This design comes from an exercise in tuning for small area, a short achievable clock period and few clock cycles per item on the open sky130 flow, not from production work.
No run shown here included a check of the RTL's function; only the layout flow was run.
No activity file was given, so power comes from the tool's default toggle rates.

==> flow/design.v (outline; a module is shown in full before it is edited, if it fits) <==
// module qubit_measure: 4301 lines
// module qm_fa: 10 lines
// module qm_ha: 9 lines
// module qm_bsel: 10 lines
module qubit_measure (
    input  logic               clk,
    input  logic               rst,
    input  logic               in_valid,
    output logic               in_ready,
    input  logic signed [15:0] in_alpha,
    input  logic signed [15:0] in_beta,
    output logic               out_valid,
    input  logic               out_ready,
    output logic               out_bit,
    output logic [15:0]        out_alpha,
    output logic [15:0]        out_beta,
    output logic               out_err
);
  // ...
==> flow/flow/run.sh <==
#!/bin/bash
set -euo pipefail
export SETUP_SLACK_MARGIN=7.6
export POST_SYNTH_TCL="$(pwd)/flow/downsize.tcl"
bash standard.sh > standard.log 2>&1
==> flow/flow/downsize.tcl <==
# Run after synthesis (POST_SYNTH_TCL): set every combinational cell that
# synthesis gave a drive strength above 1 to its drive-1 variant. The timing
# repair later sizes up what the critical paths need. Registers keep their
# cell type and size.
set n 0
foreach inst [get_cells *] {
  set m [get_property $inst ref_name]
  if {[regexp {^(sky130_fd_sc_hd__[a-z0-9]+)_([0-9]+)$} $m -> base sz] && $sz > 1} {
    if {[regexp {df|dl|sdf|edf|conb|clkbuf|clkinv|clkdly|tap|fill|decap} $base]} { continue }
    set cand "${base}_1"
    if {[llength [get_lib_cells -quiet */$cand]] > 0} {
      replace_cell $inst $cand
      incr n
    }
  }
}
puts "downsize: $n cells set to drive strength 1"
==> flow/standard.sh <==
#!/bin/bash
# synth_recipe.tcl (not shown) runs the flow's synth.tcl, then flattens the netlist and writes it again
# the make line also repeats each setting of config.mk as NAME=value (left out here)
make -C /OpenROAD-flow-scripts/flow DESIGN_CONFIG=/design/flow/config.mk WORK_HOME=/design/flow/orfs CLKGATE_MAP_FILE= SYNTH_SCRIPT=/design/flow/synth_recipe.tcl "${@:-finish}"
==> flow/config.mk <==
export PLATFORM = sky130hd
export DESIGN_NAME = qubit_measure
export DESIGN_NICKNAME = qubit_measure
export VERILOG_FILES = /design/flow/design.v
export SDC_FILE = /design/flow/constraint.sdc
export NUM_CORES = 4
export LEC_CHECK = 0
export CAP_MARGIN = 20
export CORE_MARGIN = 2
export CORE_UTILIZATION = 40
export CTS_BUF_LIST = sky130_fd_sc_hd__clkbuf_8
export CTS_CLUSTER_DIAMETER = 100
export CTS_CLUSTER_SIZE = 15
export PLACE_DENSITY = 0.75
export SLEW_MARGIN = 20
export SYNTH_HIERARCHICAL = 1
export SYNTH_MINIMUM_KEEP_SIZE = 0
==> flow/constraint.sdc <==
create_clock -name core_clock -period 11.0 [get_ports {clk}]
set_input_delay 2.2000 -clock core_clock [delete_from_list [all_inputs] [get_ports {clk}]]
set_output_delay 2.2000 -clock core_clock [all_outputs]
set_load 0.01 [all_outputs]
==> summary.txt, run 1 <==
sequential cell area share 25.9%; number of global-route vias before repair 20200; bufs w/o clock 108; clock buffers 29; Setup TNS 0 ps; met1 usage 25.5%; Ys Warns 7; area grow syn2layout 10.1%; # hold bufs at CTS 0; FF-to-FF Start e1_q[0]; Port Buffers 41; most frequent cells in the layout fa_1, nor2_1, dfxtp_1, xnor2_1, a22oi_1; Final ANT Viol Nets 0; Buf+Inv Stages, Crit Path 2; Hold EP bg_q; maximum vdd drop 0.000210 V; worst path required time 11550 ps; total CTS buffers 29; ratio of cells with drive above 1 in the final layout 8.92%; CTS Root Cell clkbuf_8; Synth Instances 2504; status timing/DRC/antenna clean; r2r setup slk 7560 ps; Biggest consumer combinational cells; Place WS 6440 ps; seq_cells 385
==> inputs of run 2 (changes only) <==
--- a/flow/design.v
+++ b/flow/design.v
@@ -2228,16 +2228,19 @@
     logic cg2173;
     logic cp2174;
     logic cg2175;
     logic cp2176;
     logic cg2177;
     logic cp2178;
     logic cg2179;
     logic cp2180;
+    logic xc_q;
+    logic [41:0] xa_q;
+    logic [41:0] xb_q;
     logic cg2181;
     logic cp2182;
     logic cg2183;
     logic cp2184;
     logic cg2185;
     logic cp2186;
     logic cg2187;
     logic cp2188;
@@ -2248,19 +2251,16 @@
     logic cg2193;
     logic cp2194;
     logic cg2195;
     logic cp2196;
     logic cg2197;
     logic cp2198;
     logic cg2199;
     logic cp2200;
-    logic xc_q;
-    logic [36:0] xa_q;
-    logic [36:0] xb_q;
     logic cg2201;
     logic cp2202;
     logic cg2203;
     logic cp2204;
     logic cg2205;
     logic cp2206;
     logic cg2207;
     logic cp2208;
@@ -4032,120 +4032,120 @@
     assign cg2163 = xa[2] & xb[2];
     assign cp2164 = xa[2] | xb[2];
     assign cg2165 = xa[3] & xb[3];
     assign cp2166 = xa[3] | xb[3];
     assign cg2167 = xa[4] & xb[4];
     assign cp2168 = xa[4] | xb[4];
     assign cg2169 = xa[5] & xb[5];
     assign cp2170 = xa[5] | xb[5];
-    assign cg2171 = xa[6] & xb[6];
-    assign cp2172 = xa[6] | xb[6];
-    assign cg2173 = xa[7] & xb[7];
-    assign cp2174 = xa[7] | xb[7];
-    assign cg2175 = xa[8] & xb[8];
-    assign cp2176 = xa[8] | xb[8];
-    assign cg2177 = xa[9] & xb[9];
-    assign cp2178 = xa[9] | xb[9];
-    assign cg2179 = xa[10] & xb[10];
-    assign cp2180 = xa[10] | xb[10];
-    assign cg2181 = cg2161 | (cp2162 & cg2159);
-    assign cp2182 = cp2162 & cp2160;
-    assign cg2183 = cg2165 | (cp2166 & cg2163);
-    assign cp2184 = cp2166 & cp2164;
-    assign cg2185 = cg2169 | (cp2170 & cg2167);
-    assign cp2186 = cp2170 & cp2168;
-    assign cg2187 = cg2173 | (cp2174 & cg2171);
-    assign cp2188 = cp2174 & cp2172;
-    assign cg2189 = cg2177 | (cp2178 & cg2175);
-    assign cp2190 = cp2178 & cp2176;
-    assign cg2191 = cg2183 | (cp2184 & cg2181);
-    assign cp2192 = cp2184 & cp2182;
-    assign cg2193 = cg2187 | (cp2188 & cg2185);
-    assign cp2194 = cp2188 & cp2186;
-    assign cg2195 = cg2179 | (cp2180 & cg2189);
-    assign cp2196 = cp2180 & cp2190;
-    assign cg2197 = cg2193 | (cp2194 & cg2191);
-    assign cp2198 = cp2194 & cp2192;
-    assign cg2199 = cg2195 | (cp2196 & cg2197);
-    assign cp2200 = cp2196 & cp2198;
-    assign cg2201 = xa_q[0] & xb_q[0];
-    assign cp2202 = xa_q[0] | xb_q[0];
-    assign cg2203 = xa_q[1] & xb_q[1];
-    assign cp2204 = xa_q[1] | xb_q[1];
-    assign cg2205 = xa_q[2] & xb_q[2];
-    assign cp2206 = xa_q[2] | xb_q[2];
-    assign cg2207 = xa_q[3] & xb_q[3];
-    assign cp2208 = xa_q[3] | xb_q[3];
-    assign cg2209 = xa_q[4] & xb_q[4];
-    assign cp2210 = xa_q[4] | xb_q[4];
-    assign cg2211 = xa_q[5] & xb_q[5];
-    assign cp2212 = xa_q[5] | xb_q[5];
-    assign cg2213 = xa_q[6] & xb_q[6];
-    assign cp2214 = xa_q[6] | xb_q[6];
-    assign cg2215 = xa_q[7] & xb_q[7];
-    assign cp2216 = xa_q[7] | xb_q[7];
-    assign cg2217 = xa_q[8] & xb_q[8];
-    assign cp2218 = xa_q[8] | xb_q[8];
-    assign cg2219 = xa_q[9] & xb_q[9];
-    assign cp2220 = xa_q[9] | xb_q[9];
-    assign cg2221 = xa_q[10] & xb_q[10];
-    assign cp2222 = xa_q[10] | xb_q[10];
-    assign cg2223 = xa_q[11] & xb_q[11];
-    assign cp2224 = xa_q[11] | xb_q[11];
-    assign cg2225 = xa_q[12] & xb_q[12];
-    assign cp2226 = xa_q[12] | xb_q[12];
-    assign cg2227 = xa_q[13] & xb_q[13];
-    assign cp2228 = xa_q[13] | xb_q[13];
-    assign cg2229 = xa_q[14] & xb_q[14];
-    assign cp2230 = xa_q[14] | xb_q[14];
-    assign cg2231 = xa_q[15] & xb_q[15];
-    assign cp2232 = xa_q[15] | xb_q[15];
-    assign cg2233 = xa_q[16] & xb_q[16];
-    assign cp2234 = xa_q[16] | xb_q[16];
-    assign cg2235 = xa_q[17] & xb_q[17];
-    assign cp2236 = xa_q[17] | xb_q[17];
-    assign cg2237 = xa_q[18] & xb_q[18];
-    assign cp2238 = xa_q[18] | xb_q[18];
-    assign cg2239 = xa_q[19] & xb_q[19];
-    assign cp2240 = xa_q[19] | xb_q[19];
-    assign cg2241 = xa_q[20] & xb_q[20];
-    assign cp2242 = xa_q[20] | xb_q[20];
-    assign cg2243 = xa_q[21] & xb_q[21];
-    assign cp2244 = xa_q[21] | xb_q[21];
-    assign cg2245 = xa_q[22] & xb_q[22];
-    assign cp2246 = xa_q[22] | xb_q[22];
-    assign cg2247 = xa_q[23] & xb_q[23];
-    assign cp2248 = xa_q[23] | xb_q[23];
-    assign cg2249 = xa_q[24] & xb_q[24];
-    assign cp2250 = xa_q[24] | xb_q[24];
-    assign cg2251 = xa_q[25] & xb_q[25];
-    assign cp2252 = xa_q[25] | xb_q[25];
-    assign cg2253 = xa_q[26] & xb_q[26];
-    assign cp2254 = xa_q[26] | xb_q[26];
-    assign cg2255 = xa_q[27] & xb_q[27];
-    assign cp2256 = xa_q[27] | xb_q[27];
-    assign cg2257 = xa_q[28] & xb_q[28];
-    assign cp2258 = xa_q[28] | xb_q[28];
-    assign cg2259 = xa_q[29] & xb_q[29];
-    assign cp2260 = xa_q[29] | xb_q[29];
-    assign cg2261 = xa_q[30] & xb_q[30];
-    assign cp2262 = xa_q[30] | xb_q[30];
-    assign cg2263 = xa_q[31] & xb_q[31];
-    assign cp2264 = xa_q[31] | xb_q[31];
-    assign cg2265 = xa_q[32] & xb_q[32];
-    assign cp2266 = xa_q[32] | xb_q[32];
-    assign cg2267 = xa_q[33] & xb_q[33];
-    assign cp2268 = xa_q[33] | xb_q[33];
-    assign cg2269 = xa_q[34] & xb_q[34];
-    assign cp2270 = xa_q[34] | xb_q[34];
-    assign cg2271 = xa_q[35] & xb_q[35];
-    assign cp2272 = xa_q[35] | xb_q[35];
-    assign cg2273 = cg2201 | (cp2202 & xc_q);
-    assign cp2274 = cp2202 & 1'b0;
+    assign cg2171 = cg2161 | (cp2162 & cg2159);
+    assign cp2172 = cp2162 & cp2160;
+    assign cg2173 = cg2165 | (cp2166 & cg2163);
+    assign cp2174 = cp2166 & cp2164;
+    assign cg2175 = cg2169 | (cp2170 & cg2167);
+    assign cp2176 = cp2170 & cp2168;
+    assign cg2177 = cg2173 | (cp2174 & cg2171);
+    assign cp2178 = cp2174 & cp2172;
+    assign cg2179 = cg2175 | (cp2176 & cg2177);
+    assign cp2180 = cp2176 & cp2178;
+    assign cg2181 = xa_q[0] & xb_q[0];
+    assign cp2182 = xa_q[0] | xb_q[0];
+    assign cg2183 = xa_q[1] & xb_q[1];
+    assign cp2184 = xa_q[1] | xb_q[1];
+    assign cg2185 = xa_q[2] & xb_q[2];
+    assign cp2186 = xa_q[2] | xb_q[2];
+    assign cg2187 = xa_q[3] & xb_q[3];
+    assign cp2188 = xa_q[3] | xb_q[3];
+    assign cg2189 = xa_q[4] & xb_q[4];
+    assign cp2190 = xa_q[4] | xb_q[4];
+    assign cg2191 = xa_q[5] & xb_q[5];
+    assign cp2192 = xa_q[5] | xb_q[5];
+    assign cg2193 = xa_q[6] & xb_q[6];
+    assign cp2194 = xa_q[6] | xb_q[6];
+    assign cg2195 = xa_q[7] & xb_q[7];
+    assign cp2196 = xa_q[7] | xb_q[7];
+    assign cg2197 = xa_q[8] & xb_q[8];
+    assign cp2198 = xa_q[8] | xb_q[8];
+    assign cg2199 = xa_q[9] & xb_q[9];
+    assign cp2200 = xa_q[9] | xb_q[9];
+    assign cg2201 = xa_q[10] & xb_q[10];
+    assign cp2202 = xa_q[10] | xb_q[10];
+    assign cg2203 = xa_q[11] & xb_q[11];
+    assign cp2204 = xa_q[11] | xb_q[11];
+    assign cg2205 = xa_q[12] & xb_q[12];
+    assign cp2206 = xa_q[12] | xb_q[12];
+    assign cg2207 = xa_q[13] & xb_q[13];
+    assign cp2208 = xa_q[13] | xb_q[13];
+    assign cg2209 = xa_q[14] & xb_q[14];
+    assign cp2210 = xa_q[14] | xb_q[14];
+    assign cg2211 = xa_q[15] & xb_q[15];
+    assign cp2212 = xa_q[15] | xb_q[15];
+    assign cg2213 = xa_q[16] & xb_q[16];
+    assign cp2214 = xa_q[16] | xb_q[16];
+    assign cg2215 = xa_q[17] & xb_q[17];
+    assign cp2216 = xa_q[17] | xb_q[17];
+    assign cg2217 = xa_q[18] & xb_q[18];
+    assign cp2218 = xa_q[18] | xb_q[18];
+    assign cg2219 = xa_q[19] & xb_q[19];
+    assign cp2220 = xa_q[19] | xb_q[19];
+    assign cg2221 = xa_q[20] & xb_q[20];
+    assign cp2222 = xa_q[20] | xb_q[20];
+    assign cg2223 = xa_q[21] & xb_q[21];
+    assign cp2224 = xa_q[21] | xb_q[21];
+    assign cg2225 = xa_q[22] & xb_q[22];
+    assign cp2226 = xa_q[22] | xb_q[22];
+    assign cg2227 = xa_q[23] & xb_q[23];
+    assign cp2228 = xa_q[23] | xb_q[23];
+    assign cg2229 = xa_q[24] & xb_q[24];
+    assign cp2230 = xa_q[24] | xb_q[24];
+    assign cg2231 = xa_q[25] & xb_q[25];
+    assign cp2232 = xa_q[25] | xb_q[25];
+    assign cg2233 = xa_q[26] & xb_q[26];
+    assign cp2234 = xa_q[26] | xb_q[26];
+    assign cg2235 = xa_q[27] & xb_q[27];
+    assign cp2236 = xa_q[27] | xb_q[27];
+    assign cg2237 = xa_q[28] & xb_q[28];
+    assign cp2238 = xa_q[28] | xb_q[28];
+    assign cg2239 = xa_q[29] & xb_q[29];
+    assign cp2240 = xa_q[29] | xb_q[29];
+    assign cg2241 = xa_q[30] & xb_q[30];
+    assign cp2242 = xa_q[30] | xb_q[30];
+    assign cg2243 = xa_q[31] & xb_q[31];
+    assign cp2244 = xa_q[31] | xb_q[31];
+    assign cg2245 = xa_q[32] & xb_q[32];
+    assign cp2246 = xa_q[32] | xb_q[32];
+    assign cg2247 = xa_q[33] & xb_q[33];
+    assign cp2248 = xa_q[33] | xb_q[33];
+    assign cg2249 = xa_q[34] & xb_q[34];
+    assign cp2250 = xa_q[34] | xb_q[34];
+    assign cg2251 = xa_q[35] & xb_q[35];
+    assign cp2252 = xa_q[35] | xb_q[35];
+    assign cg2253 = xa_q[36] & xb_q[36];
+    assign cp2254 = xa_q[36] | xb_q[36];
+    assign cg2255 = xa_q[37] & xb_q[37];
+    assign cp2256 = xa_q[37] | xb_q[37];
+    assign cg2257 = xa_q[38] & xb_q[38];
+    assign cp2258 = xa_q[38] | xb_q[38];
+    assign cg2259 = xa_q[39] & xb_q[39];
+    assign cp2260 = xa_q[39] | xb_q[39];
+    assign cg2261 = xa_q[40] & xb_q[40];
+    assign cp2262 = xa_q[40] | xb_q[40];
+    assign cg2263 = cg2181 | (cp2182 & xc_q);
+    assign cp2264 = cp2182 & 1'b0;
+    assign cg2265 = cg2185 | (cp2186 & cg2183);
+    assign cp2266 = cp2186 & cp2184;
+    assign cg2267 = cg2189 | (cp2190 & cg2187);
+    assign cp2268 = cp2190 & cp2188;
+    assign cg2269 = cg2193 | (cp2194 & cg2191);
+    assign cp2270 = cp2194 & cp2192;
+    assign cg2271 = cg2197 | (cp2198 & cg2195);
+    assign cp2272 = cp2198 & cp2196;
+    assign cg2273 = cg2201 | (cp2202 & cg2199);
+    assign cp2274 = cp2202 & cp2200;
     assign cg2275 = cg2205 | (cp2206 & cg2203);
     assign cp2276 = cp2206 & cp2204;
     assign cg2277 = cg2209 | (cp2210 & cg2207);
     assign cp2278 = cp2210 & cp2208;
     assign cg2279 = cg2213 | (cp2214 & cg2211);
     assign cp2280 = cp2214 & cp2212;
     assign cg2281 = cg2217 | (cp2218 & cg2215);
     assign cp2282 = cp2218 & cp2216;
@@ -4170,79 +4170,79 @@
     assign cg2301 = cg2257 | (cp2258 & cg2255);
     assign cp2302 = cp2258 & cp2256;
     assign cg2303 = cg2261 | (cp2262 & cg2259);
     assign cp2304 = cp2262 & cp2260;
     assign cg2305 = cg2265 | (cp2266 & cg2263);
     assign cp2306 = cp2266 & cp2264;
     assign cg2307 = cg2269 | (cp2270 & cg2267);
     assign cp2308 = cp2270 & cp2268;
-    assign cg2309 = cg2275 | (cp2276 & cg2273);
-    assign cp2310 = cp2276 & cp2274;
-    assign cg2311 = cg2279 | (cp2280 & cg2277);
-    assign cp2312 = cp2280 & cp2278;
-    assign cg2313 = cg2283 | (cp2284 & cg2281);
-    assign cp2314 = cp2284 & cp2282;
-    assign cg2315 = cg2287 | (cp2288 & cg2285);
-    assign cp2316 = cp2288 & cp2286;
-    assign cg2317 = cg2291 | (cp2292 & cg2289);
-    assign cp2318 = cp2292 & cp2290;
-    assign cg2319 = cg2295 | (cp2296 & cg2293);
-    assign cp2320 = cp2296 & cp2294;
-    assign cg2321 = cg2299 | (cp2300 & cg2297);
-    assign cp2322 = cp2300 & cp2298;
-    assign cg2323 = cg2303 | (cp2304 & cg2301);
-    assign cp2324 = cp2304 & cp2302;
+    assign cg2309 = cg2273 | (cp2274 & cg2271);
+    assign cp2310 = cp2274 & cp2272;
+    assign cg2311 = cg2277 | (cp2278 & cg2275);
+    assign cp2312 = cp2278 & cp2276;
+    assign cg2313 = cg2281 | (cp2282 & cg2279);
+    assign cp2314 = cp2282 & cp2280;
+    assign cg2315 = cg2285 | (cp2286 & cg2283);
+    assign cp2316 = cp2286 & cp2284;
+    assign cg2317 = cg2289 | (cp2290 & cg2287);
+    assign cp2318 = cp2290 & cp2288;
+    assign cg2319 = cg2293 | (cp2294 & cg2291);
+    assign cp2320 = cp2294 & cp2292;
+    assign cg2321 = cg2297 | (cp2298 & cg2295);
+    assign cp2322 = cp2298 & cp2296;
+    assign cg2323 = cg2301 | (cp2302 & cg2299);
+    assign cp2324 = cp2302 & cp2300;
     assign cg2325 = cg2307 | (cp2308 & cg2305);
     assign cp2326 = cp2308 & cp2306;
     assign cg2327 = cg2311 | (cp2312 & cg2309);
     assign cp2328 = cp2312 & cp2310;
     assign cg2329 = cg2315 | (cp2316 & cg2313);
     assign cp2330 = cp2316 & cp2314;
     assign cg2331 = cg2319 | (cp2320 & cg2317);
     assign cp2332 = cp2320 & cp2318;
     assign cg2333 = cg2323 | (cp2324 & cg2321);
     assign cp2334 = cp2324 & cp2322;
-    assign cg2335 = cg2271 | (cp2272 & cg2325);
-    assign cp2336 = cp2272 & cp2326;
-    assign cg2337 = cg2329 | (cp2330 & cg2327);
-    assign cp2338 = cp2330 & cp2328;
-    assign cg2339 = cg2333 | (cp2334 & cg2331);
-    assign cp2340 = cp2334 & cp2332;
-    assign cg2341 = cg2339 | (cp2340 & cg2337);
-    assign cp2342 = cp2340 & cp2338;
-    assign cg2343 = cg2335 | (cp2336 & cg2341);
-    assign cp2344 = cp2336 & cp2342;
+    assign cg2335 = cg2327 | (cp2328 & cg2325);
+    assign cp2336 = cp2328 & cp2326;
+    assign cg2337 = cg2331 | (cp2332 & cg2329);
+    assign cp2338 = cp2332 & cp2330;
+    assign cg2339 = cg2303 | (cp2304 & cg2333);
+    assign cp2340 = cp2304 & cp2334;
+    assign cg2341 = cg2337 | (cp2338 & cg2335);
+    assign cp2342 = cp2338 & cp2336;
+    assign cg2343 = cg2339 | (cp2340 & cg2341);
+    assign cp2344 = cp2340 & cp2342;
     always_ff @(posedge clk) begin
         a_q <= ~in_alpha;
         b_q <= ~in_beta;
         sa0_q <= {qac348, qac346, qac344, qac342, qac340, qac338, qac336, qac334, qac332, qac330, qac328, qac326, qac324, qac322, qac320, qac318, qac316, qac314, qac312, qac310, qac308, qac306, qac304, qac302, qac300, qac298, qac296, qas295, pp3, pp2, 1'b0, pp1};
         sb0_q <= {pp138, qas347, qas345, qas343, qas341, qas339, qas337, qas335, qas333, qas331, qas329, qas327, qas325, qas323, qas321, qas319, qas317, qas315, qas313, qas311, qas309, qas307, qas305, qas303, qas301, qas299, qas297, pp31, 1'b0, pp16, 1'b0, 1'b0};
         sm_q <= {qmc754, qmc752, qmc750, qmc748, qmc746, qmc744, qmc742, qmc740, qmc738, qmc736, qmc734, qmc732, qmc730, qmc728, qmc726, qmc724, qmc722, qmc720, qmc718, qmc716, qmc714, qmc712, qmc710, qmc708, qmc706, qmc704, qmc702, qmc700, qmc698, qms697, 1'b0, pp1};
         cm_q <= {qms755, qms753, qms751, qms749, qms747, qms745, qms743, qms741, qms739, qms737, qms735, qms733, qms731, qms729, qms727, qms725, qms723, qms721, qms719, qms717, qms715, qms713, qms711, qms709, qms707, qms705, qms703, qms701, qms699, pp350, 1'b0, pp349};
         sb1_q <= {pp486, qbs695, qbs693, qbs691, qbs689, qbs687, qbs685, qbs683, qbs681, qbs679, qbs677, qbs675, qbs673, qbs671, qbs669, qbs667, qbs665, qbs663, qbs661, qbs659, qbs657, qbs655, qbs653, qbs651, qbs649, qbs647, qbs645, pp379, 1'b0, pp364, 1'b0, 1'b0};
         zs_q <= (a_q == 16'hffff) && (b_q == 16'hffff);
         p0_q <= p0_d[30:0];
         t_q <= t_d;
         zt_q <= zs_q;
         zr_q <= zt_q;
         bg_q <= t_q[31];
         r15_q <= er15_q;
-        xc_q <= cg2199;
-        xa_q <= xa[47:11];
-        xb_q <= xb[47:11];
+        xc_q <= cg2179;
+        xa_q <= xa[47:6];
+        xb_q <= xb[47:6];
     end
     always_ff @(posedge clk) begin
         v_q[1] <= acc & ~rst;
         v_q[2] <= v_q[1] & ~rst;
         v_q[3] <= v_q[2] & ~rst;
         v_q[4] <= v_q[3] & ~rst;
     end
     logic xsg;
-    assign xsg = xa_q[36] ^ xb_q[36] ^ cg2343;
+    assign xsg = xa_q[41] ^ xb_q[41] ^ cg2343;
     assign res_bit = bg_q ? r15_q : (~zr_q & ~xsg);
     assign res_err = zr_q;
     logic rb_q, re_q;
     assign rb_q = res_bit;
     assign re_q = res_err;
     assign push = v_q[LAT];
     logic [D-1:0] qv_q, qb_q, qe_q;
     logic [D-1:0] sv, sb, se;
==> summary.txt, run 2 <==
status timing/DRC/antenna clean (unchanged); chip height 268 um (was 267 um); most common cell after layout, fill and taps aside fa_1 (unchanged); CP max FO 8 (unchanged); maximum vdd drop 0.000232 V (was 0.000210 V); placed cell areas 29400 um2 (was 29300 um2); biggest regs xa_q x42, xb_q x42, t_q x32 (was xa_q x37, xb_q x37, t_q x32); Min-Delay Path Class register to register (unchanged); Design Area, Final 30300 um2 (was 30600 um2); Post-Syn Area 27900 um2 (was 27800 um2); vias post-DR 18800 (was 19100); hpwl dp 46.7 mm (was 46.1 mm); critical path startpoint category register (unchanged); Hold Slack 343 ps (was 339 ps); Sink Count 395 (was 385); fmax 296 MHz (was 291 MHz); Sequential Power Share 23.8% (was 23.7%); Final Hold Fails 0 (unchanged); Clk pin slew, worst setup/hold paths 110 ps (about the same); Net Sw Frac 45.7% (was 45.6%); Hold EP bg_q (unchanged); Mapped Avg Cell Area 11.2 um2 (was 11.1 um2); worst slew pin tran 813 ps (was 850 ps); r2r setup slk 7630 ps (was 7560 ps); Synth Instances 2488 (was 2504); clock group share of total power 6.4% (was 6.3%); period utilization 30.7% (was 31.2%); GPL Wtd Cong 0.902 (was 0.887); hold_sp t_q[31] (unchanged); leakage power 12.4 nW (was 12.5 nW); CP Capture Type register (unchanged); starting density of the core 40.5% (was 40.4%); first-pass GRT wire length 105 mm (was 109 mm); CTS tree done (unchanged); die width 268 um (was 267 um); R2R depth 8 (was 9); Post-Place Cells 3412 (was 3422); Comb power frac 69.8% (was 69.9%); worst path required time 11550 ps (about the same); post-route insts no fill 3471 (was 3499); antenna violations before repair 1 (was 0); final clock skew 22.5 ps (was 24.8 ps); WS Path Type register to register (unchanged); RSZ-0062 raised after global routing true (unchanged); total gr overflow 0 (unchanged); # hold bufs at CTS 0 (unchanged); Port Buffers 41 (unchanged); Ys Warns 7 (unchanged); Setup TNS 0 ps (unchanged); worst-skew pair later-pin latency 670 ps (was 660 ps); FF-to-FF Start e2_q[0] (was e1_q[0]); Core ar. 68800 um2 (was 68700 um2); clock tree buffer depth 3 (unchanged); n_diodes 0 (unchanged); Relative slew margins 45.7% (was 41.9%); Pwr Density 377 nW/um2 (was 372 nW/um2); total die area 71800 um2 (was 71500 um2); drt pass-1 iters 7 (was 6); final net count 3173 (was 3204); Initial DRC Count 1899 (was 1892); Reg-to-Reg End xb_q[22] (was xb_q[13]); htree depth 1 (unchanged); CTS Root Cell clkbuf_8 (unchanged); FP Rows 96 (unchanged); Via density 5.42 (was 5.46); pin count of the biggest net entering global routing 39 (unchanged); ratio of cells with drive above 1 in the final layout 6.81% (was 8.92%); Final ANT Viol Nets 0 (unchanged); # setup viols final 0 (unchanged); Tot GR Track Use 18.5% (was 19.2%); number of top-level pins 72 (unchanged); Avg WL per Cell 19.2 um (was 19.4 um); crit path time final 3370 ps (was 3440 ps); detailed-route DRC error count 0 (unchanged); fin. max-slew vios 0 (unchanged); final WL 66.6 mm (was 67.9 mm); area grow syn2layout 8.93% (was 10.1%); total of max-cap violations 0 (unchanged); number of global-route vias before repair 19600 (was 20200); total CTS buffers 30 (was 29); most frequent cells in the layout fa_1, dfxtp_1, nor2_1, xnor2_1, a22oi_1 (was fa_1, nor2_1, dfxtp_1, xnor2_1, a22oi_1); P_int 6.22 mW (was 6.19 mW); worst hold path depth 0 (unchanged); Switch Pwr 5.23 mW (was 5.19 mW); Worst Path Arrival 3930 ps (was 3990 ps)
-- run 2: timing repair --
action                     in CTS  in global routing
pin swaps                       5                  7
gates resized for setup        66                 61
cloned                          1                  0
setup endpoints to repair      84                 64
setup buffers                   5                 15
-- run 2: worst max-delay path by stage --
stage                     startpoint   endpoint  depth (start not counted)
after global routing         b_q[11]   cm_q[18]                          6
after CTS                    qv_q[0]  out_valid                          1
final                        e2_q[0]   xb_q[22]                          8
after global placement     out_ready      rdy_q                          7
after detailed placement   out_ready      rdy_q                          7
after floorplan            out_ready      rdy_q                          8
-- run 2: critical path: stages, from the launching register on --
cell	delay (ps)
dfxtp_4	390
buf_6	170
a22oi_1	210
xnor2_1	160
fa_1	460
fa_1	440
fa_1	470
fa_1	530
fa_1	430
-- run 2: layout make-up --
| class | count | area (um2) |
|---|---|---|
| clock buffer | 30 | 413 |
| clock inverter | 8 | 65.1 |
| fill | 6268 | 38500 |
| inverter | 142 | 541 |
| multi-input combinational | 1872 | 19200 |
| sequential | 395 | 8070 |
| tap | 931 | 1160 |
| timing repair buffer | 93 | 905 |
-- run 2: per-stage QoR --
step / util [%] / power [mW] / worst slack [ps]
floorplan: - / 8.26 / 7500
detailed placement: 42.8 / 10.6 / 6650
global placement: 42.8 / 10.1 / 6650
CTS: 43.6 / 11.3 / 7440
global route: 44.1 / 12.6 / 7570
finish: 44.1 / 11.4 / 7630
-- run 2: power by group through the flow --
stage | logic [mW] | registers [mW] | clock network (mW)
finish | 7.99 | 2.72 | 0.736
global route | 9.01 | 2.77 | 0.809
CTS | 7.88 | 2.69 | 0.764
detailed placement | 7.86 | 2.73 | 0
global placement | 7.41 | 2.71 | 0
floorplan | 5.64 | 2.62 | 0
-- run 2: layer usage --
layer	vias up	global-route usage, %	routed length, um
met3	192	3.35	5340
met5	-	0	12
met4	2	7.34	3060
met1	9439	24.6	27500
li1	8308	-	-
met2	883	30.1	30700

## what the ideal ports hide
In the flow no input, the clock included, has a driving cell. The finished layouts below were timed again as built, in two steps.
Step 1 sets driving cells, clkbuf_16 on the clock port and buf_2 on the other inputs (assumed; they add their load-dependent delay and slew).
Step 2 moves the port delays by t, midway between the first and last clock arrival at a register: inputs arrive t later, outputs are due t later. That takes back most of the time a late clock gives input paths.
Three values: ideal, step 1, step 2; two values: the first two.
| run | t, ns | slack for setup (ns) | worst hold slack (ns) |
|---|---|---|---|
| run 1 | 0.700 | 7.563 / 7.563 / 7.046 | 0.339 / 0.339 / 0.339 |
| run 2 | 0.708 | 7.625 / 7.596 / 7.029 | 0.343 / 0.343 / 0.343 |
After both steps setup and hold are still met in every run listed. For run 2, which loses most, drivers alone change the setup slack by -0.029 ns; drivers and shift together by -0.596 ns.
